This design comes from an exercise in tuning for small area, a short achievable clock period and few clock cycles on the open sky130 flow, not from production work.
RTL that was checked went through simulation tests only; none was proved equivalent to the original.
Power is estimated from default activity; no workload was simulated.

==> module inst_cache, before the edit <==
module inst_cache #(
  parameter int unsigned INC_BITS = 6
) (
  input  logic        clk,
  input  logic        rst,
  input  logic [15:0] instAddr,
  output logic        hit,
  output logic [15:0] instruction,
  output logic        memReq,
  output logic [15:0] memAddr,
  input  logic [15:0] memData,
  input  logic        memReady
);
  logic [15:0] memAddr_q;
  logic [15:0] diff;        
  logic [3:0]  nibEq;       
  logic        anyDiff;     
  logic        notReady;    
  ic_xor16  u_diff (.a(memAddr_q), .b(instAddr), .y(diff));
  ic_nor4   u_eq0  (.a(diff[3:0]),   .y(nibEq[0]));
  ic_nor4   u_eq1  (.a(diff[7:4]),   .y(nibEq[1]));
  ic_nor4   u_eq2  (.a(diff[11:8]),  .y(nibEq[2]));
  ic_nor4   u_eq3  (.a(diff[15:12]), .y(nibEq[3]));
  ic_nand4  u_ne   (.a(nibEq),       .y(anyDiff));
  ic_nrdy   u_nrdy (.rst(rst), .ready(memReady), .y(notReady));
  ic_nor2   u_hit  (.a(anyDiff), .b(notReady), .y(hit));
  assign instruction = memData;
  assign memReq      = !rst;
  assign memAddr     = memAddr_q;
  always_ff @(posedge clk) begin
    memAddr_q <= {instAddr[15:INC_BITS], instAddr[INC_BITS-1:0] + INC_BITS'(hit)};
  end
endmodule
==> module ic_xor16, before the edit <==
module ic_xor16 (
  input  logic [15:0] a,
  input  logic [15:0] b,
  output logic [15:0] y
);
  assign y = a ^ b;
endmodule
==> module ic_nor4, before the edit <==
module ic_nor4 (
  input  logic [3:0] a,
  output logic       y
);
  assign y = ~|a;
endmodule
clock: 5.5 ns
lec_check: 0
cap_margin: 20
core_area: 3 3 87 87
cts_buf_list: sky130_fd_sc_hd__clkbuf_4
die_area: 0 0 90 90
slew_margin: 20
synth_hierarchical: 1
synth_minimum_keep_size: 0
standard.sh (not shown) runs the stock make flow with config.mk's settings and CLKGATE_MAP_FILE= SYNTH_SCRIPT=/design/flow/synth_recipe.tcl, a recipe that flattens the netlist after the stock synthesis.
==> flow/flow/run.sh <==
#!/bin/bash
# Standard ORFS layout, with the port buffers inserted as the smallest plain
# buffer (sky130_fd_sc_hd__buf_1) so the resizer can size them like any other
# buffer.  make's full output goes to flow_make.log; ORFS's per-step logs stay
# under orfs/logs.
set -euo pipefail
bash standard.sh "BUFFER_PORTS_ARGS=-buffer_cell sky130_fd_sc_hd__buf_1" finish > flow_make.log 2>&1
Rerun with:
==> flow/design.v (replaced) <==
module inst_cache #(
  parameter int unsigned INC_BITS = 4
) (
  input  logic        clk,
  input  logic        rst,
  input  logic [15:0] instAddr,
  output logic        hit,
  output logic [15:0] instruction,
  output logic        memReq,
  output logic [15:0] memAddr,
  input  logic [15:0] memData,
  input  logic        memReady
);
  logic [15:0] memAddr_q;
  logic [15:0] same;        
  logic [3:0]  nibNe;       
  logic        notReady;    
  logic        loHit, hiSame;
  ic_xnor16 u_same (.a(memAddr_q), .b(instAddr), .y(same));
  ic_nand4  u_ne0  (.a(same[3:0]),   .y(nibNe[0]));
  ic_nand4  u_ne1  (.a(same[7:4]),   .y(nibNe[1]));
  ic_nand4  u_ne2  (.a(same[11:8]),  .y(nibNe[2]));
  ic_nand4  u_ne3  (.a(same[15:12]), .y(nibNe[3]));
  ic_nrdy   u_nrdy (.rst(rst), .ready(memReady), .y(notReady));
  ic_nor3   u_lo   (.a(nibNe[0]), .b(nibNe[1]), .c(notReady), .y(loHit));
  ic_nor2   u_hi   (.a(nibNe[2]), .b(nibNe[3]), .y(hiSame));
  ic_and2   u_hit  (.a(loHit), .b(hiSame), .y(hit));
  assign instruction = memData;
  assign memReq      = !rst;
  assign memAddr     = memAddr_q;
  always_ff @(posedge clk) begin
    memAddr_q <= {instAddr[15:INC_BITS], instAddr[INC_BITS-1:0] + INC_BITS'(hit)};
  end
endmodule
module ic_xnor16 (
  input  logic [15:0] a,
  input  logic [15:0] b,
  output logic [15:0] y
);
  assign y = ~(a ^ b);
endmodule
module ic_nand4 (
  input  logic [3:0] a,
  output logic       y
);
  assign y = ~&a;
endmodule
module ic_nrdy (
  input  logic rst,
  input  logic ready,
  output logic y
);
  assign y = rst | ~ready;
endmodule
module ic_nor3 (
  input  logic a,
  input  logic b,
  input  logic c,
  output logic y
);
  assign y = ~(a | b | c);
endmodule
module ic_nor2 (
  input  logic a,
  input  logic b,
  output logic y
);
  assign y = ~(a | b);
endmodule
module ic_and2 (
  input  logic a,
  input  logic b,
  output logic y
);
  assign y = a & b;
endmodule
The changed run went through all stages and came out clean.
Clock-buffer cell count stays the same.
Core utilization goes down by 0.87 points.
Final area came out lower by 6.4%.
Routed wire length fell by 0.69%.
Hold slack improves by 8.1 ps.
Power decreases by 2.0%.
Synthesized area drops by 7.3%.
Non-clock buffer count stays the same.
Global-route usage is lower by 0.21 points.
Setup slack improved by 220 ps.
Combinational power fell by about 3%.
Clock power fell by 5.2%.
Die area is unchanged.
Testbench counts after the change, summed over its fixed seeds: cycles 34,909.
The RTL of the first run of this note was laid out without a check of its function.

---

run A:
inst_cache, a different RTL version from the one above (not shown whole).
Size in the first run: about 66 cells after synthesis, ~17 flip-flops, about 69 I/O pins.
==> module inst_cache, before the edit <==
module inst_cache #(
  parameter int unsigned INC_BITS = 6
) (
  input  logic        clk,
  input  logic        rst,
  input  logic [15:0] instAddr,
  output logic        hit,
  output logic [15:0] instruction,
  output logic        memReq,
  output logic [15:0] memAddr,
  input  logic [15:0] memData,
  input  logic        memReady
);
  logic        act_q;       
  logic [15:0] memAddr_q;
  assign hit         = act_q && memReady && (memAddr_q == instAddr);
  assign instruction = memData;
  assign memReq      = act_q;
  assign memAddr     = memAddr_q;
  always_ff @(posedge clk or posedge rst) begin
    if (rst) act_q <= 1'b0;
    else     act_q <= 1'b1;
  end
  always_ff @(posedge clk) begin
    memAddr_q <= {instAddr[15:INC_BITS], instAddr[INC_BITS-1:0] + INC_BITS'(hit)};
  end
endmodule
Settings: LEC_CHECK=0, CAP_MARGIN=20, CORE_AREA=3 3 87 87, DIE_AREA=0 0 90 90, SETUP_SLACK_MARGIN=2, SLEW_MARGIN=20; clock period 5.5 ns.
run.sh (not shown) runs the stock make flow with config.mk's settings and CLKGATE_MAP_FILE= SYNTH_SCRIPT=/design/flow/synth_recipe.tcl, a recipe that flattens the netlist after the stock synthesis.
Stock flow here: none of the scripts above is used.
Testbench counts of run A, summed over its fixed seeds: cycles 33,817.
#### Input delta (run B over run A)
==> flow/design.v <==
module inst_cache #(
  parameter int unsigned INDEX_BITS  = 2,
  parameter int unsigned OFFSET_BITS = 2
) (
  input  logic        clk,
  input  logic        rst,
  input  logic [15:0] instAddr,
  output logic        hit,
  output logic [15:0] instruction,
  output logic        memReq,
  output logic [15:0] memAddr,
  input  logic [15:0] memData,
  input  logic        memReady
);
  localparam int unsigned TAG_BITS = 16 - INDEX_BITS - OFFSET_BITS;
  localparam int unsigned LINES    = 1 << INDEX_BITS;
  localparam int unsigned WORDS    = 1 << OFFSET_BITS;
  logic                   act_q;                  
  logic [15:0]            memAddr_q;
  logic [WORDS-1:0]       valid_q [LINES];
  logic [TAG_BITS-1:0]    tagArr  [LINES];
  logic [15:0]            dataArr [LINES][WORDS];
  logic [TAG_BITS-1:0]    reqTag, fillTag;
  logic [INDEX_BITS-1:0]  reqIdx, fillIdx;
  logic [OFFSET_BITS-1:0] reqOff, fillOff;
  logic                   cacheHit, fwdHit, fill;
  assign reqTag  = instAddr[15 -: TAG_BITS];
  assign reqIdx  = instAddr[OFFSET_BITS +: INDEX_BITS];
  assign reqOff  = instAddr[0 +: OFFSET_BITS];
  assign fillTag = memAddr_q[15 -: TAG_BITS];
  assign fillIdx = memAddr_q[OFFSET_BITS +: INDEX_BITS];
  assign fillOff = memAddr_q[0 +: OFFSET_BITS];
  assign cacheHit    = valid_q[reqIdx][reqOff] && (tagArr[reqIdx] == reqTag);
  assign fwdHit      = act_q && memReady && (memAddr_q == instAddr);
  assign fill        = act_q && memReady;
  assign hit         = cacheHit || fwdHit;
  assign instruction = cacheHit ? dataArr[reqIdx][reqOff] : memData;
  assign memReq      = act_q;
  assign memAddr     = memAddr_q;
  always_ff @(posedge clk or posedge rst) begin
    if (rst) act_q <= 1'b0;
    else     act_q <= 1'b1;
  end
  always_ff @(posedge clk) begin
    if (!hit)      memAddr_q <= instAddr;
    else if (fill) memAddr_q <= memAddr_q + 16'd1;
  end
  always_ff @(posedge clk or posedge rst) begin
    if (rst) begin
      for (int i = 0; i < LINES; i++) valid_q[i] <= '0;
    end else if (fill) begin
      if (tagArr[fillIdx] != fillTag) valid_q[fillIdx] <= WORDS'(1) << fillOff;
      else                            valid_q[fillIdx][fillOff] <= 1'b1;
    end
  end
  always_ff @(posedge clk) begin
    if (fill) begin
      tagArr[fillIdx]           <= fillTag;
      dataArr[fillIdx][fillOff] <= memData;
    end
  end
endmodule
## What came out
Run B: GPL-0301 in global placement without I/O (3_1_place_gp_skip_io) -> run aborted. Post-synthesis share of cell area spent on and, or, nand and nor gates: run B vs run A down 4.3 points. The lower effective utilization at floorplan of run B and run A is in run A. | fraction of registers with async set/reset | lower: run B |. Xor-xnor portion of the synthesized cell area in run B is 21 points lower than in run A. The register area share after synthesis number comes out higher for run B vs run A. Run B vs. run A: count of cell types in the netlist shows an increase of 34; post-synthesis instance area rose 1800%. Relative to run A, the share of the synthesized area in compound gates (AO/OA/AOI/OAI) of run B is higher by 1.8 points. NOTE average footprint of a synthesized cell run A->run B increased by more than half. Lower register bit count reported by yosys was reported by run A, not run B. Floorplan row count: run A vs run B identical. For synthesized cell count, dividing the value from run B by the value from run A gives 11.
Testbench counts of run B, summed over its fixed seeds: cycles 31,103.

---

== job 2443 ==
RTL: one of the versions met above, not the one the previous note started from.
For scale: roughly 65 cells after synthesis, ~16 flip-flops, roughly 740 um2 of cells after synthesis.
==> flow/config.mk <==
export PLATFORM = sky130hd
export DESIGN_NAME = inst_cache
export DESIGN_NICKNAME = inst_cache
export VERILOG_FILES = /design/flow/design.v
export SDC_FILE = /design/flow/constraint.sdc
export NUM_CORES = 4
export LEC_CHECK = 0
export CAP_MARGIN = 20
export CORE_AREA = 3 3 87 87
export CTS_BUF_LIST = sky130_fd_sc_hd__clkbuf_4
export DIE_AREA = 0 0 90 90
export SETUP_SLACK_MARGIN = 2.3
export SLEW_MARGIN = 20
export SYNTH_HIERARCHICAL = 1
export SYNTH_MINIMUM_KEEP_SIZE = 0
==> flow/constraint.sdc <==
create_clock -name core_clock -period 5.5 [get_ports {clk}]
set_input_delay 1.1000 -clock core_clock [delete_from_list [all_inputs] [get_ports {clk}]]
set_output_delay 1.1000 -clock core_clock [all_outputs]
set_load 0.01 [all_outputs]
standard.sh (not shown) runs the stock make flow with config.mk's settings and CLKGATE_MAP_FILE= SYNTH_SCRIPT=/design/flow/synth_recipe.tcl, a recipe that flattens the netlist after the stock synthesis.
Scripts as last shown in full above: flow/flow/run.sh
[inputs] job 1734 vs job 2443
==> flow/design.v <==
module inst_cache #(
  parameter int unsigned INC_BITS = 3
) (
  input  logic        clk,
  input  logic        rst,
  input  logic [15:0] instAddr,
  output logic        hit,
  output logic [15:0] instruction,
  output logic        memReq,
  output logic [15:0] memAddr,
  input  logic [15:0] memData,
  input  logic        memReady
);
  logic [15:0] memAddr_q;
  logic [15:0] same;        
  logic [3:0]  nibNe;       
  logic        notReady;    
  logic        loHit, hiSame;
  ic_xnor16 u_same (.a(memAddr_q), .b(instAddr), .y(same));
  ic_nand4  u_ne0  (.a(same[3:0]),   .y(nibNe[0]));
  ic_nand4  u_ne1  (.a(same[7:4]),   .y(nibNe[1]));
  ic_nand4  u_ne2  (.a(same[11:8]),  .y(nibNe[2]));
  ic_nand4  u_ne3  (.a(same[15:12]), .y(nibNe[3]));
  ic_nrdy   u_nrdy (.rst(rst), .ready(memReady), .y(notReady));
  ic_nor3   u_lo   (.a(nibNe[0]), .b(nibNe[1]), .c(notReady), .y(loHit));
  ic_nor2   u_hi   (.a(nibNe[2]), .b(nibNe[3]), .y(hiSame));
  ic_and2   u_hit  (.a(loHit), .b(hiSame), .y(hit));
  assign instruction = memData;
  assign memReq      = !rst;
  assign memAddr     = memAddr_q;
  always_ff @(posedge clk) begin
    memAddr_q <= {instAddr[15:INC_BITS], instAddr[INC_BITS-1:0] + INC_BITS'(hit)};
  end
endmodule
module ic_xnor16 (
  input  logic [15:0] a,
  input  logic [15:0] b,
  output logic [15:0] y
);
  assign y = ~(a ^ b);
endmodule
module ic_nand4 (
  input  logic [3:0] a,
  output logic       y
);
  assign y = ~&a;
endmodule
module ic_nrdy (
  input  logic rst,
  input  logic ready,
  output logic y
);
  assign y = rst | ~ready;
endmodule
module ic_nor3 (
  input  logic a,
  input  logic b,
  input  logic c,
  output logic y
);
  assign y = ~(a | b | c);
endmodule
module ic_nor2 (
  input  logic a,
  input  logic b,
  output logic y
);
  assign y = ~(a | b);
endmodule
module ic_and2 (
  input  logic a,
  input  logic b,
  output logic y
);
  assign y = a & b;
endmodule
### Flow results
Job 1734 did not stop at any stage, and its layout met the timing, design-rule and antenna checks. The utilization in job 1734 was lower than what job 2443 gave. Note that the largest voltage drop on the vdd net recorded for job 2443 amounts to 0.891 times the value seen in job 1734. Sum of routed wire length over all layers went down by more than 10% going from job 2443 to job 1734. Comparing job 2443 and job 1734, the higher global-route wire length before repair was measured on job 2443. Total power after layout came out lower on job 1734 than on job 2443. Summary of job 1734 over job 2443: count of distinct cell types in the synthesized netlist dropped 2; non-filler instance count after layout went down.
Function was not checked in any run of this note: the RTL went through the layout flow alone.

## re-timing with driven ports
No port has a modelled driver above. Below, the same layouts with a new extraction and two added sets of constraints. Step 1, drivers: a clkbuf_16 drives clk and a buf_2 each remaining input, both assumed. Step 2 times the ports against the registers' clock, not the clock port: input delays grow and output delays shrink by t, the midpoint of the rising clock arrivals with the driver on. Three values: no drivers, after step 1, after step 2; two values: the first two.
| run | shift t [ns] | setup WS [ns] | worst register clock-pin slew, ns |
|---|---|---|---|
| the first run of note 1 | 0.308 | 2.160 / 2.137 / 2.137 | 0.10 / 0.10 |
| the second run of note 1 | 0.304 | 2.381 / 2.361 / 2.361 | 0.10 / 0.10 |
| run A | 0.271 | 2.017 / 1.975 / 1.848 | 0.07 / 0.07 |
| job 2443 | 0.309 | 2.233 / 2.190 / 2.076 | 0.11 / 0.11 |
| job 1734 | 0.305 | 2.443 / 2.416 / 2.416 | 0.10 / 0.10 |
After both steps every run listed still meets setup and hold. For run A, which loses most, drivers alone change the setup slack by -0.042 ns; drivers and shift together by -0.169 ns.
